From an optimization exercise on the open Yosys and OpenROAD flow, aimed at small area; shortcuts taken in it are not production practice. Function was checked by simulation only, so behaviour that the tests miss may differ from the original. No activity file was given, so power comes from the tool's default toggle rates.

--- config.mk ---
export PLATFORM = sky130hd
export DESIGN_NAME = perf_mon_top
export DESIGN_NICKNAME = perf_mon_top
export VERILOG_FILES = /design/flow/design.v
export SDC_FILE = /design/flow/constraint.sdc
export NUM_CORES = 4
export LEC_CHECK = 0
export CAP_MARGIN = 20
export CORE_MARGIN = 2
export CORE_UTILIZATION = 40
export SLEW_MARGIN = 20
--- constraint.sdc ---
create_clock -name core_clock -period 6.0 [get_ports {clk}]
set_input_delay 1.2000 -clock core_clock [delete_from_list [all_inputs] [get_ports {clk}]]
set_output_delay 1.2000 -clock core_clock [all_outputs]
set_load 0.01 [all_outputs]
--- design.v ---
`default_nettype none
package perf_pkg;
    localparam int axil_addr_w = 32;
    localparam int axil_data_w = 32;
    localparam int axis_data_w = 64;
    localparam int buf_depth   = 16;
    localparam int buf_ptr_w   = 4;
    localparam int cnt_w       = 32;
    localparam logic [1:0] resp_okay   = 2'd0;
    localparam logic [1:0] resp_slverr = 2'd2;
    typedef enum logic [3:0] {
        reg_ctrl      = 4'd0,   
        reg_beat_num  = 4'd1,
        reg_pkt_num   = 4'd2,
        reg_status    = 4'd3,   
        reg_tx_cycles = 4'd4,
        reg_tx_beats  = 4'd5,
        reg_tx_pkts   = 4'd6,
        reg_rx_cycles = 4'd7,
        reg_rx_beats  = 4'd8,
        reg_rx_errs   = 4'd9,
        reg_rx_pkts   = 4'd10
    } perf_reg_e;
    typedef enum logic [1:0] {
        idle       = 2'd0,
        write_resp = 2'd1,
        read_data  = 2'd2
    } axil_state_e;
    typedef enum logic {
        run_idle   = 1'b0,
        run_active = 1'b1
    } run_state_e;
endpackage
`default_nettype wire
`default_nettype none
module axis_buf (
    input  wire logic                              clk,
    input  wire logic                              reset,
    input  wire logic                              s_tvalid,
    input  wire logic                              s_tlast,
    input  wire logic                              s_teor,
    output logic                                   s_tready,
    output logic                                   m_tvalid,
    output logic [perf_pkg::axis_data_w-1:0]       m_tdata,
    output logic                                   m_tlast,
    input  wire logic                              m_tready
);
    logic [perf_pkg::buf_depth-1:0]   last_q;
    logic [perf_pkg::buf_depth-1:0]   eor_q;
    logic [perf_pkg::buf_ptr_w-1:0]   wr_ptr;
    logic [perf_pkg::buf_ptr_w-1:0]   rd_ptr;
    logic [perf_pkg::buf_ptr_w:0]     count;
    logic [perf_pkg::cnt_w-1:0]       head_pkt;
    logic [perf_pkg::cnt_w-1:0]       head_beat;
    logic                             push;
    logic                             pop;
    logic                             head_eor;
    assign s_tready = !count[perf_pkg::buf_ptr_w];
    assign m_tvalid = (count != '0);
    assign m_tdata  = {head_pkt, head_beat};
    assign m_tlast  = last_q[rd_ptr];
    assign head_eor = eor_q[rd_ptr];
    assign push     = s_tvalid && s_tready;
    assign pop      = m_tvalid && m_tready;
    always_ff @(posedge clk) begin
        if (push) begin
            last_q[wr_ptr] <= s_tlast;
            eor_q[wr_ptr]  <= s_teor;
        end
    end
    always_ff @(posedge clk) begin
        if (reset) begin
            wr_ptr    <= '0;
            rd_ptr    <= '0;
            count     <= '0;
            head_pkt  <= '0;
            head_beat <= '0;
        end else begin
            if (push)
                wr_ptr <= wr_ptr + 1'b1;
            if (pop) begin
                rd_ptr <= rd_ptr + 1'b1;
                if (head_eor) begin
                    head_pkt  <= '0;
                    head_beat <= '0;
                end else if (m_tlast) begin
                    head_pkt  <= head_pkt + 1'b1;
                    head_beat <= '0;
                end else begin
                    head_beat <= head_beat + 1'b1;
                end
            end
            case ({push, pop})
                2'b10:   count <= count + 1'b1;
                2'b01:   count <= count - 1'b1;
                default: ;
            endcase
        end
    end
endmodule
`default_nettype wire
`default_nettype none
module perf_axil_regs (
    input  wire logic                                clk,
    input  wire logic                                reset,
    input  wire logic                                awvalid,
    output logic                                     awready,
    input  wire logic [perf_pkg::axil_addr_w-1:0]    awaddr,
    input  wire logic                                wvalid,
    output logic                                     wready,
    input  wire logic [perf_pkg::axil_data_w-1:0]    wdata,
    input  wire logic [perf_pkg::axil_data_w/8-1:0]  wstrb,
    output logic                                     bvalid,
    input  wire logic                                bready,
    output logic [1:0]                               bresp,
    input  wire logic                                arvalid,
    output logic                                     arready,
    input  wire logic [perf_pkg::axil_addr_w-1:0]    araddr,
    output logic                                     rvalid,
    input  wire logic                                rready,
    output logic [perf_pkg::axil_data_w-1:0]         rdata,
    output logic [1:0]                               rresp,
    output logic                                     start,
    output logic [perf_pkg::cnt_w-1:0]               beat_num,
    output logic [perf_pkg::cnt_w-1:0]               pkt_num,
    input  wire logic                                tx_busy,
    input  wire logic                                rx_busy,
    input  wire logic [perf_pkg::cnt_w-1:0]          tx_cycles,
    input  wire logic [perf_pkg::cnt_w-1:0]          tx_beats,
    input  wire logic [perf_pkg::cnt_w-1:0]          tx_pkts,
    input  wire logic [perf_pkg::cnt_w-1:0]          rx_cycles,
    input  wire logic [perf_pkg::cnt_w-1:0]          rx_beats,
    input  wire logic [perf_pkg::cnt_w-1:0]          rx_errs,
    input  wire logic [perf_pkg::cnt_w-1:0]          rx_pkts
);
    logic [1:0]                         aw_sel_q;
    logic                               aw_held;
    logic                               w_held;
    logic [perf_pkg::axil_data_w/8-1:0] w_strb_q;
    logic [perf_pkg::axil_data_w-1:0]   data_q;
    logic                               resp_err;
    logic                               idle;
    logic                               aw_hs;
    logic                               w_hs;
    logic                               ar_hs;
    logic                               wr_go;
    logic [1:0]                         aw_sel;
    logic [1:0]                         wr_sel;
    logic [perf_pkg::axil_data_w-1:0]   wr_data;
    logic [perf_pkg::axil_data_w/8-1:0] wr_strb;
    logic                               rd_in_map;
    logic [perf_pkg::axil_data_w-1:0]   rd_val;
    function automatic logic [perf_pkg::cnt_w-1:0] merge_bytes(
        input logic [perf_pkg::cnt_w-1:0]         old_val,
        input logic [perf_pkg::axil_data_w-1:0]   new_val,
        input logic [perf_pkg::axil_data_w/8-1:0] strb
    );
        logic [perf_pkg::cnt_w-1:0] res;
        res = old_val;
        for (int i = 0; i < perf_pkg::axil_data_w / 8; i++) begin
            if (strb[i])
                res[8*i +: 8] = new_val[8*i +: 8];
        end
        merge_bytes = res;
    endfunction
    assign idle    = !bvalid && !rvalid;
    assign awready = idle && !aw_held;
    assign wready  = idle && !w_held;
    assign arready = idle && !aw_held && !w_held && !awvalid && !wvalid;
    assign bresp   = {resp_err, 1'b0};
    assign rresp   = {resp_err, 1'b0};
    assign rdata   = data_q;
    assign aw_hs = awvalid && awready;
    assign w_hs  = wvalid && wready;
    assign ar_hs = arvalid && arready;
    assign wr_go = (aw_held || aw_hs) && (w_held || w_hs);
    assign aw_sel  = (awaddr[perf_pkg::axil_addr_w-1:6] != '0 || awaddr[5:4] != 2'b00 || awaddr[3:2] == 2'b11)
                     ? 2'd3 : awaddr[3:2];
    assign wr_sel  = aw_held ? aw_sel_q : aw_sel;
    assign wr_data = w_held ? data_q : wdata;
    assign wr_strb = w_held ? w_strb_q : wstrb;
    assign rd_in_map = (araddr[perf_pkg::axil_addr_w-1:6] == '0) && (araddr[5:2] <= 4'd10);
    always_comb begin
        case (araddr[5:2])
            4'd1:    rd_val = beat_num;
            4'd2:    rd_val = pkt_num;
            4'd3:    rd_val = {{(perf_pkg::axil_data_w-2){1'b0}}, rx_busy, tx_busy};
            4'd4:    rd_val = tx_cycles;
            4'd5:    rd_val = tx_beats;
            4'd6:    rd_val = tx_pkts;
            4'd7:    rd_val = rx_cycles;
            4'd8:    rd_val = rx_beats;
            4'd9:    rd_val = rx_errs;
            4'd10:   rd_val = rx_pkts;
            default: rd_val = '0;
        endcase
    end
    always_ff @(posedge clk) begin
        if (w_hs && !wr_go)
            w_strb_q <= wstrb;
        if (aw_hs && !wr_go)
            aw_sel_q <= aw_sel;
        if (w_hs && !wr_go)
            data_q <= wdata;
        else if (ar_hs)
            data_q <= rd_in_map ? rd_val : '0;
        if (wr_go)
            resp_err <= (wr_sel == 2'd3);
        else if (ar_hs)
            resp_err <= !rd_in_map;
    end
    always_ff @(posedge clk) begin
        if (reset) begin
            bvalid   <= 1'b0;
            rvalid   <= 1'b0;
            aw_held  <= 1'b0;
            w_held   <= 1'b0;
            start    <= 1'b0;
            beat_num <= '0;
            pkt_num  <= '0;
        end else begin
            start <= 1'b0;
            if (idle) begin
                if (wr_go) begin
                    aw_held <= 1'b0;
                    w_held  <= 1'b0;
                    bvalid  <= 1'b1;
                    case (wr_sel)
                        2'd0: start <= wr_strb[0] && wr_data[0] && !tx_busy && !rx_busy;
                        2'd1: beat_num <= merge_bytes(beat_num, wr_data, wr_strb);
                        2'd2: pkt_num  <= merge_bytes(pkt_num, wr_data, wr_strb);
                        default: ;
                    endcase
                end else begin
                    if (aw_hs)
                        aw_held <= 1'b1;
                    if (w_hs)
                        w_held <= 1'b1;
                    if (ar_hs)
                        rvalid <= 1'b1;
                end
            end else begin
                if (bvalid && bready)
                    bvalid <= 1'b0;
                if (rvalid && rready)
                    rvalid <= 1'b0;
            end
        end
    end
endmodule
`default_nettype wire
`default_nettype none
module perf_tx_gen (
    input  wire logic                              clk,
    input  wire logic                              reset,
    input  wire logic                              start,
    input  wire logic [perf_pkg::cnt_w-1:0]        beat_num,
    input  wire logic [perf_pkg::cnt_w-1:0]        pkt_num,
    output logic                                   gen_tvalid,
    output logic                                   gen_tlast,
    output logic                                   gen_teor,
    input  wire logic                              gen_tready,
    output logic                                   tx_busy,
    output logic [perf_pkg::cnt_w-1:0]             tx_cycles,
    output logic [perf_pkg::cnt_w-1:0]             tx_beats,
    output logic [perf_pkg::cnt_w-1:0]             tx_pkts
);
    logic                       active;
    logic [perf_pkg::cnt_w-1:0] pkt_idx;    
    logic [perf_pkg::cnt_w-1:0] beat_idx;
    logic [perf_pkg::cnt_w-1:0] pkt_inc;
    logic [perf_pkg::cnt_w-1:0] beat_inc;
    logic                       first_seen;
    logic                       hs;
    assign pkt_inc    = pkt_idx + 1'b1;
    assign beat_inc   = beat_idx + 1'b1;
    assign gen_tvalid = active;
    assign gen_tlast  = (beat_inc == beat_num);
    assign gen_teor   = gen_tlast && (pkt_inc == pkt_num);
    assign tx_busy    = active;
    assign tx_pkts    = pkt_idx;
    assign hs         = active && gen_tready;
    always_ff @(posedge clk) begin
        if (reset || start) begin
            active     <= !reset && start && beat_num != '0 && pkt_num != '0;
            pkt_idx    <= '0;
            beat_idx   <= '0;
            first_seen <= 1'b0;
            tx_cycles  <= '0;
            tx_beats   <= '0;
        end else if (active) begin
            if (hs || first_seen)
                tx_cycles <= tx_cycles + 1'b1;
            if (hs) begin
                first_seen <= 1'b1;
                tx_beats   <= tx_beats + 1'b1;
                if (gen_tlast) begin
                    beat_idx <= '0;
                    pkt_idx  <= pkt_inc;
                    if (gen_teor)
                        active <= 1'b0;
                end else begin
                    beat_idx <= beat_inc;
                end
            end
        end
    end
endmodule
`default_nettype wire
`default_nettype none
module perf_rx_check (
    input  wire logic                              clk,
    input  wire logic                              reset,
    input  wire logic                              start,
    input  wire logic [perf_pkg::cnt_w-1:0]        beat_num,
    input  wire logic [perf_pkg::cnt_w-1:0]        pkt_num,
    input  wire logic                              rx_tvalid,
    input  wire logic [perf_pkg::axis_data_w-1:0]  rx_tdata,
    input  wire logic                              rx_tlast,
    output logic                                   rx_busy,
    output logic [perf_pkg::cnt_w-1:0]             rx_cycles,
    output logic [perf_pkg::cnt_w-1:0]             rx_beats,
    output logic [perf_pkg::cnt_w-1:0]             rx_errs,
    output logic [perf_pkg::cnt_w-1:0]             rx_pkts
);
    logic                       active;
    logic [perf_pkg::cnt_w-1:0] exp_pkt;
    logic [perf_pkg::cnt_w-1:0] exp_beat;
    logic [perf_pkg::cnt_w-1:0] exp_pkt_d;
    logic [perf_pkg::cnt_w-1:0] exp_beat_d;
    logic [perf_pkg::cnt_w-1:0] exp_beat_inc;
    logic                       exp_last;
    logic                       first_seen;
    logic                       chk_valid;
    logic                       chk_tlast;
    logic                       data_mis;
    logic                       beat;
    logic                       mismatch;
    assign rx_busy      = active;
    assign beat         = chk_valid && active;
    assign exp_beat_inc = exp_beat + 1'b1;
    assign exp_last     = (exp_beat_inc == beat_num);
    assign mismatch     = data_mis || (chk_tlast != exp_last);
    always_comb begin
        exp_pkt_d  = exp_pkt;
        exp_beat_d = exp_beat;
        if (reset || start) begin
            exp_pkt_d  = '0;
            exp_beat_d = '0;
        end else if (beat) begin
            if (exp_last) begin
                exp_pkt_d  = exp_pkt + 1'b1;
                exp_beat_d = '0;
            end else begin
                exp_beat_d = exp_beat_inc;
            end
        end
    end
    always_ff @(posedge clk) begin
        exp_pkt   <= exp_pkt_d;
        exp_beat  <= exp_beat_d;
        chk_valid <= rx_tvalid && !reset;
        chk_tlast <= rx_tlast;
        data_mis  <= (rx_tdata != {exp_pkt_d, exp_beat_d});
    end
    always_ff @(posedge clk) begin
        if (reset || start) begin
            active     <= !reset && start && beat_num != '0 && pkt_num != '0;
            first_seen <= 1'b0;
            rx_cycles  <= '0;
            rx_beats   <= '0;
            rx_errs    <= '0;
            rx_pkts    <= '0;
        end else if (active) begin
            if (beat || first_seen)
                rx_cycles <= rx_cycles + 1'b1;
            if (beat) begin
                first_seen <= 1'b1;
                rx_beats   <= rx_beats + 1'b1;
                if (mismatch)
                    rx_errs <= rx_errs + 1'b1;
                if (chk_tlast) begin
                    rx_pkts <= rx_pkts + 1'b1;
                    if (rx_pkts + 1'b1 == pkt_num)
                        active <= 1'b0;
                end
            end
        end
    end
endmodule
`default_nettype wire
`default_nettype none
module perf_mon_top (
    input  wire logic                                clk,
    input  wire logic                                reset,
    input  wire logic                                awvalid,
    output logic                                     awready,
    input  wire logic [perf_pkg::axil_addr_w-1:0]    awaddr,
    input  wire logic                                wvalid,
    output logic                                     wready,
    input  wire logic [perf_pkg::axil_data_w-1:0]    wdata,
    input  wire logic [perf_pkg::axil_data_w/8-1:0]  wstrb,
    output logic                                     bvalid,
    input  wire logic                                bready,
    output logic [1:0]                               bresp,
    input  wire logic                                arvalid,
    output logic                                     arready,
    input  wire logic [perf_pkg::axil_addr_w-1:0]    araddr,
    output logic                                     rvalid,
    input  wire logic                                rready,
    output logic [perf_pkg::axil_data_w-1:0]         rdata,
    output logic [1:0]                               rresp,
    output logic                                     tx_tvalid,
    output logic [perf_pkg::axis_data_w-1:0]         tx_tdata,
    output logic                                     tx_tlast,
    input  wire logic                                tx_tready,
    input  wire logic                                rx_tvalid,
    input  wire logic [perf_pkg::axis_data_w-1:0]    rx_tdata,
    input  wire logic                                rx_tlast,
    output logic                                     rx_tready
);
    logic                             start;
    logic [perf_pkg::cnt_w-1:0]       beat_num;
    logic [perf_pkg::cnt_w-1:0]       pkt_num;
    logic                             tx_busy;
    logic                             rx_busy;
    logic [perf_pkg::cnt_w-1:0]       tx_cycles;
    logic [perf_pkg::cnt_w-1:0]       tx_beats;
    logic [perf_pkg::cnt_w-1:0]       tx_pkts;
    logic [perf_pkg::cnt_w-1:0]       rx_cycles;
    logic [perf_pkg::cnt_w-1:0]       rx_beats;
    logic [perf_pkg::cnt_w-1:0]       rx_errs;
    logic [perf_pkg::cnt_w-1:0]       rx_pkts;
    logic                             gen_tvalid;
    logic                             gen_tlast;
    logic                             gen_teor;
    logic                             gen_tready;
    assign rx_tready = 1'b1;
    perf_axil_regs u_regs (
        .clk,
        .reset,
        .awvalid,
        .awready,
        .awaddr,
        .wvalid,
        .wready,
        .wdata,
        .wstrb,
        .bvalid,
        .bready,
        .bresp,
        .arvalid,
        .arready,
        .araddr,
        .rvalid,
        .rready,
        .rdata,
        .rresp,
        .start,
        .beat_num,
        .pkt_num,
        .tx_busy,
        .rx_busy,
        .tx_cycles,
        .tx_beats,
        .tx_pkts,
        .rx_cycles,
        .rx_beats,
        .rx_errs,
        .rx_pkts
    );
    perf_tx_gen u_gen (
        .clk,
        .reset,
        .start,
        .beat_num,
        .pkt_num,
        .gen_tvalid,
        .gen_tlast,
        .gen_teor,
        .gen_tready,
        .tx_busy,
        .tx_cycles,
        .tx_beats,
        .tx_pkts
    );
    axis_buf u_tx_buf (
        .clk      (clk),
        .reset    (reset),
        .s_tvalid (gen_tvalid),
        .s_tlast  (gen_tlast),
        .s_teor   (gen_teor),
        .s_tready (gen_tready),
        .m_tvalid (tx_tvalid),
        .m_tdata  (tx_tdata),
        .m_tlast  (tx_tlast),
        .m_tready (tx_tready)
    );
    perf_rx_check u_chk (
        .clk,
        .reset,
        .start,
        .beat_num,
        .pkt_num,
        .rx_tvalid,
        .rx_tdata,
        .rx_tlast,
        .rx_busy,
        .rx_cycles,
        .rx_beats,
        .rx_errs,
        .rx_pkts
    );
endmodule
`default_nettype wire
--- run.sh ---
#!/bin/bash
# synth_recipe.tcl (not shown) runs the flow's synth.tcl, then flattens the netlist and writes it again
# the make line also repeats each setting of config.mk as NAME=value (left out here)
make -C /OpenROAD-flow-scripts/flow DESIGN_CONFIG=/design/flow/config.mk WORK_HOME=/design/flow/orfs CLKGATE_MAP_FILE= SYNTH_SCRIPT=/design/flow/synth_recipe.tcl finish
==> run_results.csv, run 1 <==
group,metric,value,unit
final_layout,synthToLayoutAreaGrowth,18.8,%
clock_network,clk_pin_slew,0.06,ns
place,dp_hpwl,82.9,mm
power,p_leak,12.9,nW
critical_path,cp-start-kind,"flop",
timing,timing.setup.tns,0,ns
route,via_per_inst,5.80,
timing,clock.fmax,193,MHz
logic_synthesis,ys_seq_elements,544,
critical_path,worstPathArrival,5.63,ns
clock_network,cts_tree,"yes",
logic_synthesis,synth_edf_count,71,
grt,antenna_found_initial,4,
critical_path,worst-endpoint-required,6.46,ns
logic_synthesis,yosys_warnings,4,
clock_network,cts.sinks,544,
final_layout,multi_input_area,18800,um2
grt,gr-total-overflow,0,
critical_path,worstSetupEndpointType,"flop",
route,vias,29800,
timing,fin_crit_sh,86.2,%
final_layout,fin_nets,4253,
grt,grt_pass1_vias,27100,
logic_synthesis,synth-seq-area-share,36.8,%
clock_network,holdBufCountCts,0,
clock_network,cts-root-buf,"clkbuf_16",
clock_network,cts_setup_buffers,0,
logic_synthesis,synthesis.area,31500,um2
die,core_area,77700,um2
logic_synthesis,synth_top_cells_by_count,"554 x nor2_1, 473 x dfxtp_1, 365 x nand2_1, 275 x xnor2_1, 229 x xor2_1",
route,antenna_left,0,
critical_path,cp_max_fo,12,
logic_synthesis,synthArstFlopShare,0,%
final_layout,n_fill_cell,7563,
grt,grt_max_degree,162,
die,die_width,285,um
timing,rsz0062_at_grt,"no",
route,wl_per_cell,21.8,um
timing,hold_viol_final,0,
logic_synthesis,synth.distinct_cells,82,
route,drc,0,
die,initial_core_util,40.5,%
logic_synthesis,netlist.area_leader.share,30.1,%
die,die-area,81000,um2
timing,relSlewSlack,19.8,%
status,status,"finished clean",
route,drt_pass1_iterations,7,
route,finalWirelength,112,mm
die,die_h,285,um
logic_synthesis,synth_area_leader_cell,"dfxtp_1",
clock_network,clock_latency,0.62,ns
logic_synthesis,yosys_most_used_dff,"dfxtp_1",
clock_network,cts_buffers,66,
power,vdd_drop_max,0.188,mV
power,powerDensity,222,nW/um2
die,std_cell_rows,102,
clock_network,cts_buffer_depth,3,
place,portBuffers,274,
final_layout,regArea,11600,um2
logic_synthesis,avgSynthCellArea,8.13,um2
timing,min_period,5.17,ns
place,place_congestion,0.969,
logic_synthesis,synthCells,3876,
place,placed_area,35200,um2
grt,grtUsageTotal,26.6,%
final_layout,drive_gt1_share,6.60,%
job,maxCapViolCount,0,
route,drtIter0Drc,3166,
timing,setup_viol,0,
logic_synthesis,synth_area_leaders,"dfxtp_1 30%, xnor2_1 7.6%, edfxtp_1 6.8%",
clock_network,htreeDepth,3,
die,pin_count,282,
min_path,hold_class,"reg2reg",
timing,worst_slew_pin_slew,1.20,ns
logic_synthesis,synth.most_common_cell,"nor2_1",
timing,fin_skew,0.0216,ns
final_layout,stdcell_area,37400,um2
grt,grt_pass1_wl,168,mm
critical_path,path_class,"reg2reg",
timing,finalMaxSlewViolations,0,
clock_network,cts_resized,0,
==> cell families after synthesis <==
group           Yosys count  synth area share (%)
mux                     135                  4.85
fa+ha+maj                23                 0.937
compound gates          629                  12.8
flops                   544                  36.8
other cells               2                0.0238
buf+inv                 307                  3.77
xor+xnor                505                  14.1
simple gates           1731                  26.7
==> worst paths after layout <==
check | start | end | slack (ns) | cells after the start
worst max register to register | u_chk.exp_beat[10]$_DFF_P_ | u_chk.data_mis$_DFF_P_ | 0.83 | 12
worst min-delay path | u_gen.first_seen$_SDFFE_PN0P_ | u_gen.first_seen$_SDFFE_PN0P_ | 0.46 | 2
worst max-delay path | u_chk.exp_beat[10]$_DFF_P_ | u_chk.data_mis$_DFF_P_ | 0.83 | 12
worst min register to register | u_gen.first_seen$_SDFFE_PN0P_ | u_gen.first_seen$_SDFFE_PN0P_ | 0.46 | 2
==> layout by cell type, fill, tap and decap left out, types with 26 or more instances in the layout <==
cell type,n
a21oi_1,162
a221oi_1,34
a222oi_1,28
a22oi_1,72
and3_1,68
and4_1,35
buf_4,67
clkbuf_16,69
clkdlybuf4s50_1,273
dfxtp_1,472
edfxtp_1,71
inv_1,74
mux2_2,42
mux2i_1,83
nand2_1,365
nand3_1,180
nand4_1,109
nor2_1,549
nor2b_1,26
nor3_1,105
nor4_1,66
o21ai_0,181
or3_1,88
xnor2_1,275
xor2_1,229
==> metal layers <==
metal  track usage, %  routed length, um
met5                0                 13
met4             8.07               3260
met3             5.91              10100
met2             41.3              49500
met1             36.7              49100
==> report_power, final <==
part	switching, W	internal, W
clock network	0.00172	0.00233
logic	0.000279	0.000225
registers	0.0000272	0.00372
total	0.00202	0.00627
==> flip-flops by register name, indices dropped and copies added (netlist names), 4 cells and up <==
| name | count |
|---|---|
| u_tx_buf.rd_ptr | 4 |
| u_gen.beat_idx | 32 |
| u_gen.tx_cycles | 32 |
| u_tx_buf.count | 5 |
| u_gen.tx_beats | 32 |
| u_tx_buf.eor_q | 16 |
| u_chk.rx_beats | 32 |
| u_tx_buf.head_beat | 32 |
| u_tx_buf.head_pkt | 32 |
| u_tx_buf.wr_ptr | 4 |
| u_gen.pkt_idx | 32 |
| u_tx_buf.last_q | 16 |
| u_regs.w_strb_q | 4 |
| u_chk.rx_errs | 32 |
| u_chk.rx_cycles | 32 |
| u_regs.beat_num | 32 |
| u_regs.pkt_num | 32 |
| u_chk.rx_pkts | 32 |
| u_regs.data_q | 32 |
| u_chk.exp_pkt | 32 |
| u_chk.exp_beat | 32 |
==> per-stage QoR <==
stage | worst slack, ns | power (W) | utilization (%) | std cells | hold WS [ns]
after floorplan | 1.96 | 0.00404 | - | 3877 | 0.432
after global placement | 1.11 | 0.00432 | 45.3 | 5026 | 0.444
after detailed placement | 0.988 | 0.00433 | 45.3 | 5026 | 0.449
after CTS | 0.952 | 0.00836 | 48.1 | 5145 | 0.458
after global routing | 0.406 | 0.00855 | 48.1 | 5147 | 0.506
final | 0.829 | 0.00830 | 48.1 | 5148 | 0.461
==> critical path: stages, from the launching register on <==
cell,delay (ns)
dfxtp_1,0.56
nand4_1,0.39
or4_1,0.65
or3_1,0.43
a22oi_2,0.16
nand4_2,0.14
nor4_1,0.67
a21oi_1,0.48
o311ai_0,0.52
and4_1,0.27
nand4_1,0.24
a2111oi_0,0.34
nand4_1,0.16
==> cell type report <==
class	count	area share [%]
well taps	1040	3.48
flip-flops and latches	544	31.0
diodes	1	0.00669
multi-input cells	3026	50.2
clock inverters	27	0.739
clock buffers	92	5.06
inverters	75	0.752
repair buffers	343	8.73
==> inputs of run 2 (changes only) <==
--- a/design.v
+++ b/design.v
@@ -33,6 +33,22 @@
 endpackage
 `default_nettype wire
 `default_nettype none
+module perf_inc #(
+    parameter int W = 32
+) (
+    input  wire logic [W-1:0] a,
+    input  wire logic         ci,
+    output logic [W-1:0]      s
+);
+    logic [W:0] c;
+    assign c[0] = ci;
+    for (genvar i = 0; i < W; i++) begin : g_bit
+        assign s[i]   = a[i] ^ c[i];
+        assign c[i+1] = a[i] & c[i];
+    end
+endmodule
+`default_nettype wire
+`default_nettype none
 module axis_buf (
     input  wire logic                              clk,
     input  wire logic                              reset,
@@ -55,6 +71,10 @@
     logic                             push;
     logic                             pop;
     logic                             head_eor;
+    logic [perf_pkg::cnt_w-1:0]       head_pkt_inc;
+    logic [perf_pkg::cnt_w-1:0]       head_beat_inc;
+    perf_inc u_pkt_inc  (.a(head_pkt),  .ci(pop && m_tlast), .s(head_pkt_inc));
+    perf_inc u_beat_inc (.a(head_beat), .ci(pop),            .s(head_beat_inc));
     assign s_tready = !count[perf_pkg::buf_ptr_w];
     assign m_tvalid = (count != '0);
     assign m_tdata  = {head_pkt, head_beat};
@@ -78,18 +98,10 @@
         end else begin
             if (push)
                 wr_ptr <= wr_ptr + 1'b1;
-            if (pop) begin
+            if (pop)
                 rd_ptr <= rd_ptr + 1'b1;
-                if (head_eor) begin
-                    head_pkt  <= '0;
-                    head_beat <= '0;
-                end else if (m_tlast) begin
-                    head_pkt  <= head_pkt + 1'b1;
-                    head_beat <= '0;
-                end else begin
-                    head_beat <= head_beat + 1'b1;
-                end
-            end
+            head_pkt  <= (pop && head_eor) ? '0 : head_pkt_inc;
+            head_beat <= (pop && (head_eor || m_tlast)) ? '0 : head_beat_inc;
             case ({push, pop})
                 2'b10:   count <= count + 1'b1;
                 2'b01:   count <= count - 1'b1;
@@ -268,41 +280,43 @@
     logic                       active;
     logic [perf_pkg::cnt_w-1:0] pkt_idx;    
     logic [perf_pkg::cnt_w-1:0] beat_idx;
-    logic [perf_pkg::cnt_w-1:0] pkt_inc;
-    logic [perf_pkg::cnt_w-1:0] beat_inc;
     logic                       first_seen;
     logic                       hs;
-    assign pkt_inc    = pkt_idx + 1'b1;
-    assign beat_inc   = beat_idx + 1'b1;
+    logic                       clr;
+    logic                       cyc_en;
+    logic [perf_pkg::cnt_w-1:0] pkt_inc;
+    logic [perf_pkg::cnt_w-1:0] beat_inc;
+    logic [perf_pkg::cnt_w-1:0] cycles_inc;
+    logic [perf_pkg::cnt_w-1:0] beats_inc;
+    assign clr    = reset || start;
+    assign hs     = active && gen_tready;
+    assign cyc_en = active && (hs || first_seen);
+    perf_inc u_pkt_inc    (.a(pkt_idx),   .ci(1'b1),   .s(pkt_inc));
+    perf_inc u_beat_inc   (.a(beat_idx),  .ci(hs),     .s(beat_inc));
+    perf_inc u_cycles_inc (.a(tx_cycles), .ci(cyc_en), .s(cycles_inc));
+    perf_inc u_beats_inc  (.a(tx_beats),  .ci(hs),     .s(beats_inc));
     assign gen_tvalid = active;
     assign gen_tlast  = (beat_inc == beat_num);
     assign gen_teor   = gen_tlast && (pkt_inc == pkt_num);
     assign tx_busy    = active;
     assign tx_pkts    = pkt_idx;
-    assign hs         = active && gen_tready;
     always_ff @(posedge clk) begin
-        if (reset || start) begin
+        tx_cycles <= clr ? '0 : cycles_inc;
+        tx_beats  <= clr ? '0 : beats_inc;
+        beat_idx  <= (clr || (hs && gen_tlast)) ? '0 : beat_inc;
+        if (clr)
+            pkt_idx <= '0;
+        else if (hs && gen_tlast)
+            pkt_idx <= pkt_inc;
+    end
+    always_ff @(posedge clk) begin
+        if (clr) begin
             active     <= !reset && start && beat_num != '0 && pkt_num != '0;
-            pkt_idx    <= '0;
-            beat_idx   <= '0;
             first_seen <= 1'b0;
-            tx_cycles  <= '0;
-            tx_beats   <= '0;
-        end else if (active) begin
-            if (hs || first_seen)
-                tx_cycles <= tx_cycles + 1'b1;
-            if (hs) begin
-                first_seen <= 1'b1;
-                tx_beats   <= tx_beats + 1'b1;
-                if (gen_tlast) begin
-                    beat_idx <= '0;
-                    pkt_idx  <= pkt_inc;
-                    if (gen_teor)
-                        active <= 1'b0;
-                end else begin
-                    beat_idx <= beat_inc;
-                end
-            end
+        end else if (hs) begin
+            first_seen <= 1'b1;
+            if (gen_teor)
+                active <= 1'b0;   
         end
     end
 endmodule
@@ -328,63 +342,59 @@
     logic [perf_pkg::cnt_w-1:0] exp_beat;
     logic [perf_pkg::cnt_w-1:0] exp_pkt_d;
     logic [perf_pkg::cnt_w-1:0] exp_beat_d;
-    logic [perf_pkg::cnt_w-1:0] exp_beat_inc;
     logic                       exp_last;
     logic                       first_seen;
     logic                       chk_valid;
     logic                       chk_tlast;
     logic                       data_mis;
     logic                       beat;
-    logic                       mismatch;
-    assign rx_busy      = active;
-    assign beat         = chk_valid && active;
-    assign exp_beat_inc = exp_beat + 1'b1;
-    assign exp_last     = (exp_beat_inc == beat_num);
-    assign mismatch     = data_mis || (chk_tlast != exp_last);
-    always_comb begin
-        exp_pkt_d  = exp_pkt;
-        exp_beat_d = exp_beat;
-        if (reset || start) begin
-            exp_pkt_d  = '0;
-            exp_beat_d = '0;
-        end else if (beat) begin
-            if (exp_last) begin
-                exp_pkt_d  = exp_pkt + 1'b1;
-                exp_beat_d = '0;
-            end else begin
-                exp_beat_d = exp_beat_inc;
-            end
-        end
-    end
+    logic                       clr;
+    logic                       cyc_en;
+    logic                       err_en;
+    logic                       pkt_en;
+    logic [perf_pkg::cnt_w-1:0] exp_beat_inc;
+    logic [perf_pkg::cnt_w-1:0] exp_pkt_inc;
+    logic [perf_pkg::cnt_w-1:0] cycles_inc;
+    logic [perf_pkg::cnt_w-1:0] beats_inc;
+    logic [perf_pkg::cnt_w-1:0] errs_inc;
+    logic [perf_pkg::cnt_w-1:0] pkts_inc;
+    assign clr    = reset || start;
+    assign beat   = chk_valid && active;
+    assign cyc_en = active && (chk_valid || first_seen);
+    assign err_en = beat && (data_mis || (chk_tlast != exp_last));
+    assign pkt_en = beat && chk_tlast;
+    perf_inc u_exp_beat_inc (.a(exp_beat),  .ci(beat),   .s(exp_beat_inc));
+    perf_inc u_exp_pkt_inc  (.a(exp_pkt),   .ci(beat && exp_last), .s(exp_pkt_inc));
+    perf_inc u_cycles_inc   (.a(rx_cycles), .ci(cyc_en), .s(cycles_inc));
+    perf_inc u_beats_inc    (.a(rx_beats),  .ci(beat),   .s(beats_inc));
+    perf_inc u_errs_inc     (.a(rx_errs),   .ci(err_en), .s(errs_inc));
+    perf_inc u_pkts_inc     (.a(rx_pkts),   .ci(1'b1),   .s(pkts_inc));
+    assign rx_busy    = active;
+    assign exp_last   = (exp_beat_inc == beat_num);
+    assign exp_pkt_d  = clr ? '0 : exp_pkt_inc;
+    assign exp_beat_d = (clr || (beat && exp_last)) ? '0 : exp_beat_inc;
     always_ff @(posedge clk) begin
         exp_pkt   <= exp_pkt_d;
         exp_beat  <= exp_beat_d;
         chk_valid <= rx_tvalid && !reset;
         chk_tlast <= rx_tlast;
         data_mis  <= (rx_tdata != {exp_pkt_d, exp_beat_d});
+        rx_cycles <= clr ? '0 : cycles_inc;
+        rx_beats  <= clr ? '0 : beats_inc;
+        rx_errs   <= clr ? '0 : errs_inc;
+        if (clr)
+            rx_pkts <= '0;
+        else if (pkt_en)
+            rx_pkts <= pkts_inc;
     end
     always_ff @(posedge clk) begin
-        if (reset || start) begin
+        if (clr) begin
             active     <= !reset && start && beat_num != '0 && pkt_num != '0;
             first_seen <= 1'b0;
-            rx_cycles  <= '0;
-            rx_beats   <= '0;
-            rx_errs    <= '0;
-            rx_pkts    <= '0;
-        end else if (active) begin
-            if (beat || first_seen)
-                rx_cycles <= rx_cycles + 1'b1;
-            if (beat) begin
-                first_seen <= 1'b1;
-                rx_beats   <= rx_beats + 1'b1;
-                if (mismatch)
-                    rx_errs <= rx_errs + 1'b1;
-                if (chk_tlast) begin
-                    rx_pkts <= rx_pkts + 1'b1;
-                    if (rx_pkts + 1'b1 == pkt_num)
-                        active <= 1'b0;
-                end
-            end
+        end else if (beat) begin
+            first_seen <= 1'b1;
+            if (chk_tlast && pkts_inc == pkt_num)
+                active <= 1'b0;
         end
     end
 endmodule
==> flow/run.sh (new file) <==
#!/bin/bash
# Own layout flow: the standard ORFS flow, with smaller port buffers and
# a clock tree built without dummy loads.
set -euo pipefail
cat >> config.mk <<'EOC'
export BUFFER_PORTS_ARGS = -buffer_cell sky130_fd_sc_hd__buf_1
export CTS_ARGS = -sink_clustering_enable -repair_clock_nets -dont_use_dummy_load
EOC
bash standard.sh > flow_make.log 2>&1
==> standard.sh (new file) <==
#!/bin/bash
# synth_recipe.tcl (not shown) runs the flow's synth.tcl, then flattens the netlist and writes it again
# the make line also repeats each setting of config.mk as NAME=value (left out here)
make -C /OpenROAD-flow-scripts/flow DESIGN_CONFIG=/design/flow/config.mk WORK_HOME=/design/flow/orfs CLKGATE_MAP_FILE= SYNTH_SCRIPT=/design/flow/synth_recipe.tcl "${@:-finish}"
--- a/config.mk
+++ b/config.mk
@@ -9,3 +9,5 @@
 export CORE_MARGIN = 2
 export CORE_UTILIZATION = 40
 export SLEW_MARGIN = 20
+export BUFFER_PORTS_ARGS = -buffer_cell sky130_fd_sc_hd__buf_1
+export CTS_ARGS = -sink_clustering_enable -repair_clock_nets -dont_use_dummy_load
removed: run.sh
==> run 2 against run 1 <==
Against the previous run:
- via count fell by 26%
- critical path type unchanged
- sequential share of layout area grew 0.19 points
- now fails the layout checks on negative setup slack
- routed wire length shrank 17%
- register-to-register slack worse by 7.0 ns
- first-iteration DRC count down 46%
- synthesized area shrank 13%
- flip-flop and latch count unchanged
- non-clock buffer count rose by 138
- final cell count decreased by 24%
- worst setup slack lost 7.0 ns
==> run_results.csv, run 2 <==
group,metric,value,unit
critical_path,critPathLaunch,"u_chk.active$_DFFE_PP_",
min_path,min_from,"u_regs.rvalid$_SDFFE_PP0P_",
timing,hold_ws,0.499,ns
clock_network,cts_buffer_depth,3,
timing,min_period,12.18,ns
final_layout,n_fill_cell,5829,
clock_network,clk_pin_slew,0.06,ns
logic_synthesis,ys_seq_elements,544,
grt,grt_pass1_vias,22400,
status,violatedChecks,"negative setup slack",
critical_path,reg2reg_from,"u_chk.active$_DFFE_PP_",
die,die-area,70500,um2
final_layout,fin_nets,3585,
place,place_congestion,0.979,
logic_synthesis,yosys_warnings,4,
timing,fin_skew,0.0455,ns
final_layout,layout_commonest_cell,"dfxtp_1",
final_layout,utilization,55.3,%
final_layout,num_antenna_cells,0,
logic_synthesis,synthesis.area,27300,um2
status,status,"finished with violations",
timing,relSlewSlack,24.6,%
place,portBuffers,274,
critical_path,cpPeakStageDelay,0.43,ns
logic_synthesis,synth-seq-area-share,42.5,%
critical_path,cp_top_family,"adder cells",
route,finalWirelength,92.9,mm
logic_synthesis,synth_top_cells_by_count,"471 x dfxtp_1, 380 x ha_1, 266 x and2_1, 178 x nor2_1, 140 x nand2_1",
power,powerDensity,226,nW/um2
critical_path,crit_buf_inv,1,
min_path,hold_class,"reg2reg",
clock_network,cts_buffers,61,
logic_synthesis,synth.most_common_cell,"dfxtp_1",
logic_synthesis,synth_edf_count,73,
critical_path,crit_slowest_cell,"edfxtp_1",
clock_network,holdBufCountCts,0,
critical_path,cp_max_fo,4,
clock_network,htreeDepth,2,
final_layout,regArea,11600,um2
logic_synthesis,synth_area_leaders,"dfxtp_1 34%, ha_1 17%, edfxtp_1 8.0%",
grt,grtUsageTotal,26.0,%
route,drt_pass1_iterations,6,
logic_synthesis,netlist.area_leader.share,34.5,%
critical_path,path_common_cell,"ha_4",
logic_synthesis,synthArstFlopShare,0,%
logic_synthesis,synthCells,2608,
logic_synthesis,avgSynthCellArea,10.5,um2
die,core_area,67400,um2
job,maxCapViolCount,0,
grt,grt_max_degree,129,
critical_path,reg2reg_depth,75,
clock_network,cts_tree,"yes",
logic_synthesis,synth.distinct_cells,69,
route,via_per_inst,5.62,
route,drc,0,
route,wl_per_cell,23.8,um
grt,antenna_found_initial,1,
min_path,hold_depth,2,
critical_path,worst-endpoint-required,6.48,ns
route,antenna_left,0,
timing,setup_viol,207,
die,std_cell_rows,95,
place,dp_hpwl,69.7,mm
critical_path,path_class,"reg2reg",
clock_network,clock_latency,0.63,ns
timing,worst_slew_pin_slew,1.13,ns
final_layout,multi_input_area,20000,um2
route,vias,21900,
final_layout,final_cell_mix,"464 x dfxtp_1, 320 x ha_4, 273 x buf_1",
clock_network,cts.sinks,544,
critical_path,worstPathArrival,12.67,ns
timing,clock.fmax,82.1,MHz
timing,fin_crit_sh,203,%
die,die_width,265,um
die,initial_core_util,40.6,%
timing,final.setup.worst_slack,-6.18,ns
final_layout,drive_gt1_share,28.7,%
route,drtIter0Drc,1716,
power,vdd_drop_max,0.190,mV
grt,grt_pass1_wl,139,mm
critical_path,worstSetupEndpointType,"flop",
final_layout,synthToLayoutAreaGrowth,36.4,%
critical_path,cp-start-kind,"flop",
timing,rsz0062_at_grt,"yes",
logic_synthesis,synth_area_leader_cell,"dfxtp_1",
die,die_h,265,um
timing,finalMaxSlewViolations,0,
timing,hold_viol_final,0,
power,p_leak,14.8,nW
grt,gr-total-overflow,0,
logic_synthesis,yosys_most_used_dff,"dfxtp_1",
die,pin_count,282,
clock_network,cts-root-buf,"clkbuf_16",
critical_path,cp_num_cells,75,
[run 2: changes by cell type after synthesis, moves of 111 or more]
cell     change
xor2_1     -149
a21oi_1    -111
nand3_1    -142
ha_1       +358
o21ai_0    -134
nand2_1    -225
and2_1     +251
xnor2_1    -178
nor2_1     -376
[run 2: layout make-up]
type                    instances  share of cell area [%]
multi-input cells            1905                    53.6
clock buffers                  61                    4.09
inverters                      37                   0.413
repair buffers                481                    7.76
well taps                     873                    2.93
flip-flops and latches        544                    31.2
[run 2: cells by family (layout without fill, tap and decap cells)]
group                      after synthesis  count (layout)  synth area share [%]
and+or+nand+nor                        856             857                  16.7
DFF                                    544             544                  42.5
adders and majority gates              381             381                  17.5
AOI/OAI and AO/OA                      338             338                  9.17
xor gates and xnor gates               177             177                  5.67
buffers and inverters                  161             579                  2.36
muxes                                  149             149                  6.09
other                                    2               3                0.0275
[run 2: path summary, 6_finish.rpt]
path | slack (ns) | to
max | -6.18 | u_chk.data_mis$_DFF_P_
min reg2reg | 0.50 | u_regs.rvalid$_SDFFE_PP0P_
min | 0.50 | u_regs.rvalid$_SDFFE_PP0P_
max reg2reg | -6.18 | u_chk.data_mis$_DFF_P_
[run 2: power by group]
| group | total [W] | switching (W) | internal (W) |
|---|---|---|---|
| sequential | 0.00391 | 0.0000906 | 0.00382 |
| combinational | 0.00135 | 0.000774 | 0.000577 |
| clock | 0.00317 | 0.00141 | 0.00176 |
| total | 0.00844 | 0.00228 | 0.00616 |
[run 2: repair_timing]
item	CTS	global route
setup endpoints to repair	226	216
hold endpoints to repair	0	0
setup buffers	25	24
pin swaps	54	33
gates cloned	11	1
resized for setup	290	89
[run 2: stage by stage]
| stage | power, W | area (um2) | instances | setup WS (ns) | TNS [ns] |
|---|---|---|---|---|---|
| floorplan | 0.00466 | 30500 | 2609 | -6.11 | -323.29 |
| global placement | 0.00508 | 33300 | 3795 | -6.15 | -398.39 |
| detailed placement | 0.00510 | 33300 | 3795 | -6.29 | -409.68 |
| CTS | 0.00849 | 36900 | 3891 | -6.25 | -396.12 |
| global route | 0.00876 | 37300 | 3901 | -6.52 | -420.67 |
| finish | 0.00844 | 37300 | 3901 | -6.18 | -379.88 |
[run 2: routing by layer]
layer | up-vias | global-route usage [%] | share of wire [%]
met3 | 166 | 3.82 | 6.6
met4 | 0 | 9.09 | 3.4
li1 | 10300 | - | -
met2 | 741 | 42.6 | 47
met5 | - | 0 | 0
met1 | 10800 | 34.8 | 43
[run 2: worst reg2reg max path: cells and delay by family (launching register included)]
family,cells,cell delay [ns]
adders and majority gates,62,9.94
and+or+nand+nor,8,1.13
DFF,1,0.43
AOI/OAI and AO/OA,3,0.36
xor gates and xnor gates,1,0.14
buffers and inverters,1,0.04
==> inputs of run 3 (changes only) <==
==> run.sh (new file) <==
#!/bin/bash
# synth_recipe.tcl (not shown) runs the flow's synth.tcl, then flattens the netlist and writes it again
# the make line also repeats each setting of config.mk as NAME=value (left out here)
make -C /OpenROAD-flow-scripts/flow DESIGN_CONFIG=/design/flow/config.mk WORK_HOME=/design/flow/orfs CLKGATE_MAP_FILE= SYNTH_SCRIPT=/design/flow/synth_recipe.tcl finish
--- a/config.mk
+++ b/config.mk
@@ -9,5 +9,3 @@
 export CORE_MARGIN = 2
 export CORE_UTILIZATION = 40
 export SLEW_MARGIN = 20
-export BUFFER_PORTS_ARGS = -buffer_cell sky130_fd_sc_hd__buf_1
-export CTS_ARGS = -sink_clustering_enable -repair_clock_nets -dont_use_dummy_load
removed: flow/run.sh
removed: standard.sh
==> run 3 against run 2 <==
Against the previous run:
- the layout still fails its checks (negative setup slack)
- synthesized area stayed put
- hold slack worse by 0.011 ns
- final area is 6.7% higher
- clock power increased by about 20%
- register-to-register slack worse by 0.04 ns
- critical path type unchanged
- critical endpoint unchanged
==> run_results.csv, run 3 <==
group,metric,value,unit
die,std_cell_rows,95,
timing,rsz0062_at_grt,"yes",
critical_path,path_class,"reg2reg",
min_path,hold_class,"reg2reg",
clock_network,cts_tree,"yes",
die,pin_count,282,
critical_path,worstSetupEndpointType,"flop",
timing,clock.fmax,81.8,MHz
job,maxCapViolCount,0,
critical_path,reg2reg_depth,75,
timing,worst_slew_pin_slew,1.09,ns
logic_synthesis,synth_edf_count,73,
grt,grtUsageTotal,26.3,%
logic_synthesis,yosys_most_used_dff,"dfxtp_1",
place,place_congestion,0.969,
route,via_per_inst,5.57,
power,vdd_drop_max,0.228,mV
die,die_h,265,um
logic_synthesis,synthAdderAreaFrac,17.5,%
die,core_area,67400,um2
clock_network,clock_latency,0.63,ns
critical_path,worstPathArrival,12.72,ns
timing,hold_ws,0.488,ns
place,dp_hpwl,71.1,mm
timing,setup_viol,210,
logic_synthesis,synth_area_leader_cell,"dfxtp_1",
clock_network,clk_pin_slew,0.06,ns
timing,hold_viol_final,0,
clock_network,cts.sinks,544,
logic_synthesis,yosys_warnings,4,
logic_synthesis,avgSynthCellArea,10.5,um2
die,initial_core_util,40.6,%
critical_path,cp-start-kind,"flop",
route,drc,0,
critical_path,crit_slowest_cell,"edfxtp_1",
logic_synthesis,synth_xor_area_share,5.67,%
timing,relSlewSlack,27.0,%
logic_synthesis,synth_area_leaders,"dfxtp_1 34%, ha_1 17%, edfxtp_1 8.0%",
status,status,"finished with violations",
critical_path,cp_max_fo,4,
grt,gr-total-overflow,0,
logic_synthesis,synthesis.area,27300,um2
logic_synthesis,synth.area.mux_share,6.09,%
logic_synthesis,synth_top_family_by_area,"adder cells",
final_layout,drive_gt1_share,30.5,%
status,violatedChecks,"negative setup slack",
logic_synthesis,synth.distinct_cells,69,
critical_path,worst-endpoint-required,6.49,ns
place,dp_cells,3802,
logic_synthesis,ys_seq_elements,544,
final_layout,synthToLayoutAreaGrowth,45.5,%
timing,final.setup.worst_slack,-6.23,ns
route,drtIter0Drc,1678,
grt,grt_max_degree,93,
grt,grt_pass1_wl,141,mm
clock_network,htreeDepth,2,
timing,fin_skew,0.0216,ns
route,antenna_left,0,
final_layout,fin_nets,3588,
timing,fin_crit_sh,204,%
die,die_width,265,um
logic_synthesis,synthSimpleGateAreaFrac,16.7,%
place,portBuffers,274,
route,wl_per_cell,23.7,um
final_layout,layout_commonest_cell,"dfxtp_1",
clock_network,cts_buffer_depth,3,
clock_network,holdBufCountCts,0,
power,powerDensity,233,nW/um2
place,placed_area,35100,um2
power,total_power,0.00929,W
grt,grt_pass1_vias,22500,
clock_network,cts_buffers,59,
timing,min_period,12.23,ns
logic_synthesis,synth-seq-area-share,42.5,%
timing,finalMaxSlewViolations,0,
route,finalWirelength,94.0,mm
die,die-area,70500,um2
logic_synthesis,synth.most_common_cell,"dfxtp_1",
logic_synthesis,synthCells,2608,
clock_network,cts-root-buf,"clkbuf_16",
grt,antenna_found_initial,1,
final_layout,final_cell_mix,"464 x dfxtp_1, 321 x ha_4, 272 x clkdlybuf4s50_1",
place,dp_slack,-6.26,ns
route,drt_pass1_iterations,8,
critical_path,path_common_cell,"ha_4",
logic_synthesis,synthArstFlopShare,0,%
route,vias,22100,
min_path,hold_depth,2,
logic_synthesis,synth_top_cells_by_count,"471 x dfxtp_1, 380 x ha_1, 266 x and2_1, 178 x nor2_1, 140 x nand2_1",
final_layout,n_fill_cell,5432,
critical_path,cpPeakStageDelay,0.44,ns
final_layout,stdcell_area,39800,um2
logic_synthesis,synth_compound_area_share,9.17,%
logic_synthesis,netlist.area_leader.share,34.5,%
final_layout,final_cells,3957,
power,p_leak,15.9,nW
-- run 3: cells by family (layout without fill, tap and decap cells) --
group	Yosys count	in the layout
AND/OR/NAND/NOR	856	857
multiplexers	149	149
adder cells (fa/ha/maj)	381	381
other	2	4
AO/OA/AOI/OAI	338	338
buffers and inverters	161	634
XOR/XNOR	177	177
flip-flops	544	544
-- run 3: path summary, 6_finish.rpt --
path	from	to	slack, ns
min	u_chk.first_seen$_SDFFE_PN0N_	u_chk.first_seen$_SDFFE_PN0N_	0.49
min reg2reg	u_chk.first_seen$_SDFFE_PN0N_	u_chk.first_seen$_SDFFE_PN0N_	0.49
max	u_chk.active$_DFFE_PP_	u_chk.data_mis$_DFF_P_	-6.23
max reg2reg	u_chk.active$_DFFE_PP_	u_chk.data_mis$_DFF_P_	-6.23
-- run 3: per-layer routing --
metal	track usage [%]	wire (um)	vias to the layer above
met5	0	0	-
met4	8.87	3210	0
met3	2.76	4750	177
met2	44.1	44800	656
met1	35.2	41300	10900
li1	-	-	10300
-- run 3: what timing repair did --
| action | in CTS | in global routing |
|---|---|---|
| cloned | 8 | 3 |
| gates resized for setup | 226 | 185 |
| setup endpoints to repair | 227 | 222 |
| pin swaps | 22 | 28 |
| setup buffers | 17 | 24 |
-- run 3: cell type report --
class	instances	area (um2)	share of cell area, %
Multi-Input combinational cell	1905	20100	50.6
Sequential cell	544	11600	29.2
Timing Repair Buffer	486	4700	11.8
Clock buffer	92	1860	4.66
Tap cell	873	1090	2.75
Clock inverter	19	190	0.478
Inverter	37	156	0.393
Antenna cell	1	2.50	0.00629
-- run 3: stage by stage --
step,util [%],setup TNS (ns)
global placement,52.1,-390.50
global route,59.0,-427.91
finish,59.0,-378.29
CTS,57.5,-387.25
floorplan,-,-323.29
detailed placement,52.1,-402.70
-- run 3: critical path: cells and delay by family, from the launching register on --
family	cells	cell delay [ns]
simple gates	7	1.10
buf+inv	1	0.04
flops	1	0.44
fa+ha+maj	62	9.78
xor+xnor	2	0.29
compound gates	3	0.37
-- run 3: power breakdown --
part           switching (W)  leakage (nW)  internal, W
Clock                0.00156          1.02      0.00225
Combinational       0.000811          10.4     0.000761
Sequential         0.0000894          4.49      0.00382
Total                0.00246          15.9      0.00683
==> inputs of run 4 (changes only) <==
--- a/design.v
+++ b/design.v
@@ -34,17 +34,29 @@
 `default_nettype wire
 `default_nettype none
 module perf_inc #(
-    parameter int W = 32
+    parameter int W = 32,
+    parameter int B = 8
 ) (
     input  wire logic [W-1:0] a,
     input  wire logic         ci,
     output logic [W-1:0]      s
 );
-    logic [W:0] c;
-    assign c[0] = ci;
-    for (genvar i = 0; i < W; i++) begin : g_bit
-        assign s[i]   = a[i] ^ c[i];
-        assign c[i+1] = a[i] & c[i];
+    localparam int NB = W / B;
+    logic [NB-1:0] all1;    
+    logic [W:0]    c;
+    for (genvar k = 0; k < NB; k++) begin : g_blk
+        assign all1[k] = &a[k*B +: B];
+        if (k == 0) begin : g_first
+            assign c[0] = ci;
+        end else begin : g_next
+            assign c[k*B] = ci && (&all1[k-1:0]);
+        end
+        for (genvar i = k*B; i < k*B + B; i++) begin : g_bit
+            assign s[i] = a[i] ^ c[i];
+            if (i + 1 < k*B + B) begin : g_carry
+                assign c[i+1] = a[i] & c[i];
+            end
+        end
     end
 endmodule
 `default_nettype wire
@@ -191,22 +203,23 @@
     assign wr_sel  = aw_held ? aw_sel_q : aw_sel;
     assign wr_data = w_held ? data_q : wdata;
     assign wr_strb = w_held ? w_strb_q : wstrb;
-    assign rd_in_map = (araddr[perf_pkg::axil_addr_w-1:6] == '0) && (araddr[5:2] <= 4'd10);
-    always_comb begin
-        case (araddr[5:2])
-            4'd1:    rd_val = beat_num;
-            4'd2:    rd_val = pkt_num;
-            4'd3:    rd_val = {{(perf_pkg::axil_data_w-2){1'b0}}, rx_busy, tx_busy};
-            4'd4:    rd_val = tx_cycles;
-            4'd5:    rd_val = tx_beats;
-            4'd6:    rd_val = tx_pkts;
-            4'd7:    rd_val = rx_cycles;
-            4'd8:    rd_val = rx_beats;
-            4'd9:    rd_val = rx_errs;
-            4'd10:   rd_val = rx_pkts;
-            default: rd_val = '0;
-        endcase
+    logic [10:1] rd_sel;
+    logic        ar_hi_zero;
+    assign ar_hi_zero = (araddr[perf_pkg::axil_addr_w-1:6] == '0);
+    assign rd_in_map  = ar_hi_zero && (araddr[5:2] <= 4'd10);
+    for (genvar k = 1; k <= 10; k++) begin : g_rd_sel
+        assign rd_sel[k] = ar_hi_zero && (araddr[5:2] == 4'(k));
     end
+    assign rd_val = ({perf_pkg::axil_data_w{rd_sel[1]}}  & beat_num)
+                  | ({perf_pkg::axil_data_w{rd_sel[2]}}  & pkt_num)
+                  | {{(perf_pkg::axil_data_w-2){1'b0}}, rd_sel[3] && rx_busy, rd_sel[3] && tx_busy}
+                  | ({perf_pkg::axil_data_w{rd_sel[4]}}  & tx_cycles)
+                  | ({perf_pkg::axil_data_w{rd_sel[5]}}  & tx_beats)
+                  | ({perf_pkg::axil_data_w{rd_sel[6]}}  & tx_pkts)
+                  | ({perf_pkg::axil_data_w{rd_sel[7]}}  & rx_cycles)
+                  | ({perf_pkg::axil_data_w{rd_sel[8]}}  & rx_beats)
+                  | ({perf_pkg::axil_data_w{rd_sel[9]}}  & rx_errs)
+                  | ({perf_pkg::axil_data_w{rd_sel[10]}} & rx_pkts);
     always_ff @(posedge clk) begin
         if (w_hs && !wr_go)
             w_strb_q <= wstrb;
@@ -215,7 +228,7 @@
         if (w_hs && !wr_go)
             data_q <= wdata;
         else if (ar_hs)
-            data_q <= rd_in_map ? rd_val : '0;
+            data_q <= rd_val;
         if (wr_go)
             resp_err <= (wr_sel == 2'd3);
         else if (ar_hs)
@@ -279,7 +292,7 @@
 );
     logic                       active;
     logic [perf_pkg::cnt_w-1:0] pkt_idx;    
-    logic [perf_pkg::cnt_w-1:0] beat_idx;
+    logic [perf_pkg::cnt_w-1:0] beat_p1;    
     logic                       first_seen;
     logic                       hs;
     logic                       clr;
@@ -291,23 +304,20 @@
     assign clr    = reset || start;
     assign hs     = active && gen_tready;
     assign cyc_en = active && (hs || first_seen);
-    perf_inc u_pkt_inc    (.a(pkt_idx),   .ci(1'b1),   .s(pkt_inc));
-    perf_inc u_beat_inc   (.a(beat_idx),  .ci(hs),     .s(beat_inc));
+    perf_inc u_pkt_inc    (.a(pkt_idx),   .ci(hs && gen_tlast), .s(pkt_inc));
+    perf_inc u_beat_inc   (.a(beat_p1),   .ci(hs),     .s(beat_inc));
     perf_inc u_cycles_inc (.a(tx_cycles), .ci(cyc_en), .s(cycles_inc));
     perf_inc u_beats_inc  (.a(tx_beats),  .ci(hs),     .s(beats_inc));
     assign gen_tvalid = active;
-    assign gen_tlast  = (beat_inc == beat_num);
+    assign gen_tlast  = (beat_p1 == beat_num);
     assign gen_teor   = gen_tlast && (pkt_inc == pkt_num);
     assign tx_busy    = active;
     assign tx_pkts    = pkt_idx;
     always_ff @(posedge clk) begin
         tx_cycles <= clr ? '0 : cycles_inc;
         tx_beats  <= clr ? '0 : beats_inc;
-        beat_idx  <= (clr || (hs && gen_tlast)) ? '0 : beat_inc;
-        if (clr)
-            pkt_idx <= '0;
-        else if (hs && gen_tlast)
-            pkt_idx <= pkt_inc;
+        beat_p1   <= (clr || (hs && gen_tlast)) ? perf_pkg::cnt_w'(1) : beat_inc;
+        pkt_idx   <= clr ? '0 : pkt_inc;
     end
     always_ff @(posedge clk) begin
         if (clr) begin
@@ -339,9 +349,10 @@
 );
     logic                       active;
     logic [perf_pkg::cnt_w-1:0] exp_pkt;
-    logic [perf_pkg::cnt_w-1:0] exp_beat;
+    logic [perf_pkg::cnt_w-1:0] exp_bp1;      
     logic [perf_pkg::cnt_w-1:0] exp_pkt_d;
-    logic [perf_pkg::cnt_w-1:0] exp_beat_d;
+    logic [perf_pkg::cnt_w-1:0] exp_bp1_d;
+    logic [perf_pkg::cnt_w-1:0] rx_beat_p1;
     logic                       exp_last;
     logic                       first_seen;
     logic                       chk_valid;
@@ -352,7 +363,7 @@
     logic                       cyc_en;
     logic                       err_en;
     logic                       pkt_en;
-    logic [perf_pkg::cnt_w-1:0] exp_beat_inc;
+    logic [perf_pkg::cnt_w-1:0] exp_bp1_inc;
     logic [perf_pkg::cnt_w-1:0] exp_pkt_inc;
     logic [perf_pkg::cnt_w-1:0] cycles_inc;
     logic [perf_pkg::cnt_w-1:0] beats_inc;
@@ -363,29 +374,28 @@
     assign cyc_en = active && (chk_valid || first_seen);
     assign err_en = beat && (data_mis || (chk_tlast != exp_last));
     assign pkt_en = beat && chk_tlast;
-    perf_inc u_exp_beat_inc (.a(exp_beat),  .ci(beat),   .s(exp_beat_inc));
+    perf_inc u_exp_bp1_inc  (.a(exp_bp1),   .ci(beat),   .s(exp_bp1_inc));
+    perf_inc u_rx_beat_inc  (.a(rx_tdata[perf_pkg::cnt_w-1:0]), .ci(1'b1), .s(rx_beat_p1));
     perf_inc u_exp_pkt_inc  (.a(exp_pkt),   .ci(beat && exp_last), .s(exp_pkt_inc));
     perf_inc u_cycles_inc   (.a(rx_cycles), .ci(cyc_en), .s(cycles_inc));
     perf_inc u_beats_inc    (.a(rx_beats),  .ci(beat),   .s(beats_inc));
     perf_inc u_errs_inc     (.a(rx_errs),   .ci(err_en), .s(errs_inc));
-    perf_inc u_pkts_inc     (.a(rx_pkts),   .ci(1'b1),   .s(pkts_inc));
+    perf_inc u_pkts_inc     (.a(rx_pkts),   .ci(pkt_en), .s(pkts_inc));
     assign rx_busy    = active;
-    assign exp_last   = (exp_beat_inc == beat_num);
+    assign exp_last   = (exp_bp1 == beat_num);
     assign exp_pkt_d  = clr ? '0 : exp_pkt_inc;
-    assign exp_beat_d = (clr || (beat && exp_last)) ? '0 : exp_beat_inc;
+    assign exp_bp1_d  = (clr || (beat && exp_last)) ? perf_pkg::cnt_w'(1) : exp_bp1_inc;
     always_ff @(posedge clk) begin
         exp_pkt   <= exp_pkt_d;
-        exp_beat  <= exp_beat_d;
+        exp_bp1   <= exp_bp1_d;
         chk_valid <= rx_tvalid && !reset;
         chk_tlast <= rx_tlast;
-        data_mis  <= (rx_tdata != {exp_pkt_d, exp_beat_d});
+        data_mis  <= (rx_tdata[perf_pkg::axis_data_w-1:perf_pkg::cnt_w] != exp_pkt_d)
+                  || (rx_beat_p1 != exp_bp1_d);
         rx_cycles <= clr ? '0 : cycles_inc;
         rx_beats  <= clr ? '0 : beats_inc;
         rx_errs   <= clr ? '0 : errs_inc;
-        if (clr)
-            rx_pkts <= '0;
-        else if (pkt_en)
-            rx_pkts <= pkts_inc;
+        rx_pkts   <= clr ? '0 : pkts_inc;
     end
     always_ff @(posedge clk) begin
         if (clr) begin
==> flow/run.sh (new file) <==
#!/bin/bash
# Own layout flow: the standard ORFS flow, with smaller port buffers and
# a clock tree built without dummy loads.
set -euo pipefail
cat >> config.mk <<'EOC'
export BUFFER_PORTS_ARGS = -buffer_cell sky130_fd_sc_hd__buf_1
export CTS_ARGS = -sink_clustering_enable -repair_clock_nets -dont_use_dummy_load
EOC
bash standard.sh > flow_make.log 2>&1
==> standard.sh (new file) <==
#!/bin/bash
# synth_recipe.tcl (not shown) runs the flow's synth.tcl, then flattens the netlist and writes it again
# the make line also repeats each setting of config.mk as NAME=value (left out here)
make -C /OpenROAD-flow-scripts/flow DESIGN_CONFIG=/design/flow/config.mk WORK_HOME=/design/flow/orfs CLKGATE_MAP_FILE= SYNTH_SCRIPT=/design/flow/synth_recipe.tcl "${@:-finish}"
--- a/config.mk
+++ b/config.mk
@@ -9,3 +9,5 @@
 export CORE_MARGIN = 2
 export CORE_UTILIZATION = 40
 export SLEW_MARGIN = 20
+export BUFFER_PORTS_ARGS = -buffer_cell sky130_fd_sc_hd__buf_1
+export CTS_ARGS = -sink_clustering_enable -repair_clock_nets -dont_use_dummy_load
removed: run.sh
==> run 4 against run 3 <==
Against the previous run:
- routed wire length is 6.1% lower
- clock skew increased by 0.035 ns
- core utilization fell by 13 points
- final cell count is 0.28% higher
- the run now finishes clean
- sequential share of layout area increased by 7.3 points
- highest routed layer is now met5
- synthesized area increased by 3.2%
- flip-flop and latch count stayed put
- fmax up 120%
- synthesized cell count rose by 6.0%
- first-iteration DRC count rose by 0.30%
==> run_results.csv, run 4 <==
group,metric,value,unit
route,vias,21900,
route,drt_pass1_iterations,7,
route,drc,0,
timing,setup_viol,0,
logic_synthesis,synthArstFlopShare,0,%
die,core_area,69900,um2
logic_synthesis,yosys_warnings,4,
power,vdd_drop_max,0.209,mV
logic_synthesis,yosys_most_used_dff,"dfxtp_1",
final_layout,layout_commonest_cell,"dfxtp_1",
critical_path,cp-start-kind,"flop",
grt,gr-total-overflow,0,
clock_network,clk_pin_slew,0.06,ns
logic_synthesis,avgSynthCellArea,10.2,um2
logic_synthesis,synth_top_cells_by_count,"471 x dfxtp_1, 373 x ha_1, 321 x and2_1, 245 x nor2_1, 115 x nand4_1",
critical_path,path_cells,"xnor2_1 -> nand4_1 -> nor4_2 -> nand3_1 -> nor3_1 -> nand2_1 -> nor3_1 -> ha_1 -> ha_1 -> ha_1 -> ha_1 -> ha_1 -> ha_1 -> ha_1 -> xnor2_1 -> nor4bb_1 -> a21oi_1 -> o32a_1 -> or4_1 -> a2111oi_2 -> o2111ai_1",
power,p_leak,15.0,nW
critical_path,cp_top_family,"simple AND/OR/NAND/NOR gates",
route,routed-wl-met3,6.81,mm
timing,timing.setup.tns,0,ns
critical_path,worstSetupEndpointType,"flop",
logic_synthesis,synth.most_common_cell,"dfxtp_1",
critical_path,path_class,"reg2reg",
route,via_per_inst,5.53,
grt,antenna_found_initial,2,
clock_network,cts-root-buf,"clkbuf_16",
critical_path,timing.rr.end,"u_chk.data_mis$_DFF_P_",
clock_network,holdBufCountCts,0,
place,place_congestion,0.961,
timing,relSlewSlack,23.0,%
logic_synthesis,synth_area_leaders,"dfxtp_1 33%, ha_1 17%, edfxtp_1 7.8%",
timing,rsz0062_at_grt,"no",
timing,fin_skew,0.0565,ns
critical_path,path_common_cell,"ha_1",
status,status,"finished clean",
logic_synthesis,synth_top_family_by_area,"simple AND/OR/NAND/NOR gates",
power,powerDensity,254,nW/um2
logic_synthesis,synthesis.area,28200,um2
timing,fin_crit_sh,92.1,%
timing,worst_slew_pin_slew,1.15,ns
die,std_cell_rows,97,
grt,grt_max_degree,129,
clock_network,htreeDepth,2,
critical_path,reg2reg_from,"u_regs.beat_num[7]$_SDFFE_PP0P_",
critical_path,reg2reg_depth,21,
die,die_width,270,um
place,portBuffers,274,
critical_path,worst-endpoint-required,6.44,ns
logic_synthesis,synth_compound_area_share,7.54,%
critical_path,worstPathArrival,5.97,ns
critical_path,cp_num_cells,21,
place,dp_cells,3907,
critical_path,critPathLaunch,"u_regs.beat_num[7]$_SDFFE_PP0P_",
critical_path,crit_buf_inv,0,
clock_network,clock_latency,0.63,ns
timing,finalMaxSlewViolations,0,
route,met2_length,39.5,mm
timing,hold_ws,0.477,ns
min_path,hold_class,"reg2reg",
clock_network,cts.sinks,544,
final_layout,final_cells,3968,
grt,grt_pass1_wl,133,mm
place,dp_hpwl,69.7,mm
clock_network,cts_setup_buffers,0,
die,pin_count,282,
final_layout,synthToLayoutAreaGrowth,12.8,%
die,die_h,270,um
logic_synthesis,synth_area_leader_cell,"dfxtp_1",
critical_path,cpPeakStageDelay,0.61,ns
timing,clock.fmax,181,MHz
logic_synthesis,synth-seq-area-share,41.2,%
run 4: cell count changes in the layout (fill, tap and decap cells not counted), moves of 49 or more:
cell and delta:
nand2_1 -61, buf_1 +271, buf_4 -122, and2_1 +128
clkdlybuf4s50_1 -272, and2_4 -73, ha_4 -321, a22o_1 -49
nand4_1 +84, nor2_1 +74, ha_1 +351
run 4: layout make-up:
type                    count  area, um2
inverters                  58        218
flip-flops and latches    544      11600
repair buffers            321       1410
well taps                 940       1180
fillers                  6682      38100
multi-input cells        2044      15900
diodes                      1       2.50
clock buffers              60       1500
run 4: worst register-to-register path: stages, from the launching register on:
cell and delay [ns]:
dfxtp_1 0.46, xnor2_1 0.20, nand4_1 0.14, nor4_2 0.51, nand3_1 0.23, nor3_1 0.31, nand2_1 0.12, nor3_1 0.23
ha_1 0.20, ha_1 0.15, ha_1 0.14, ha_1 0.14, ha_1 0.14, ha_1 0.18, ha_1 0.17, xnor2_1 0.18
nor4bb_1 0.35, a21oi_1 0.08, o32a_1 0.19, or4_1 0.61, a2111oi_2 0.44, o2111ai_1 0.20
run 4: layer usage:
layer	vias up	track usage [%]
met5	-	0
met4	2	9.46
met3	170	5.41
met2	804	38.1
met1	10500	30.9
li1	10400	-
run 4: cell families (layout without fill, tap and decap cells):
| family | count (synthesis) | after routing |
|---|---|---|
| other cells | 2 | 4 |
| mux | 171 | 171 |
| xor+xnor | 211 | 211 |
| flops | 544 | 544 |
| simple gates | 967 | 967 |
| buf+inv | 178 | 439 |
| compound gates | 318 | 318 |
| fa+ha+maj | 374 | 374 |
run 4: how the worst min path moves through the flow:
stage	start	to	slack, ns	cells past startpoint
floorplan	u_gen.first_seen$_SDFFE_PN0P_	u_gen.first_seen$_SDFFE_PN0P_	0.43	2
global route	u_gen.first_seen$_SDFFE_PN0P_	u_gen.first_seen$_SDFFE_PN0P_	0.52	2
global placement	u_chk.first_seen$_SDFFE_PN0P_	u_chk.first_seen$_SDFFE_PN0P_	0.45	2
finish	u_gen.first_seen$_SDFFE_PN0P_	u_gen.first_seen$_SDFFE_PN0P_	0.48	2
detailed placement	u_gen.first_seen$_SDFFE_PN0P_	u_gen.first_seen$_SDFFE_PN0P_	0.46	2
CTS	u_gen.first_seen$_SDFFE_PN0P_	u_gen.first_seen$_SDFFE_PN0P_	0.48	2
run 4: power by group:
part	internal, W	switching, W
sequential	0.00383	0.000111
clock	0.00173	0.00139
combinational	0.000355	0.000654
run 4: metrics by stage:
step	power [W]	setup WS, ns	cell area [um2]	util [%]
2_1_floorplan	0.00463	1.42	28200	-
3_3_place_gp	0.00500	0.517	30300	43.3
3_5_place_dp	0.00503	0.390	30300	43.4
4_1_cts	0.00814	0.505	31800	45.5
5_1_grt	0.00839	0.0951	31800	45.5
6_report	0.00807	0.475	31800	45.5

## static timing again, ports no longer ideal
The results above use ideal ports. As a check the final layouts listed here were re-extracted and re-timed, cells and wires unchanged. Step 1 sets driving cells, clkbuf_16 on the clock port and buf_2 on the other inputs (assumed; they add their load-dependent delay and slew). Step 2 times the ports against the registers' clock, not the clock port: input delays grow and output delays shrink by t, the midpoint of the rising clock arrivals with the driver on. a / b / c = ideal / step 1 / step 2; a / b = the first two.
| run | t (ns) | setup WS [ns] | worst slew at a driven data input, ns |
|---|---|---|---|
| run 1 | 0.675 | 0.829 / 0.829 / 0.829 | 0.07 |
| run 2 | 0.671 | -6.185 / -6.185 / -6.185 | 0.10 |
| run 3 | 0.686 | -6.229 / -6.229 / -6.229 | 0.07 |
| run 4 | 0.667 | 0.475 / 0.475 / 0.354 | 0.11 |
For run 4, which loses most, drivers alone change the setup slack by 0.000 ns; drivers and shift together by -0.121 ns.
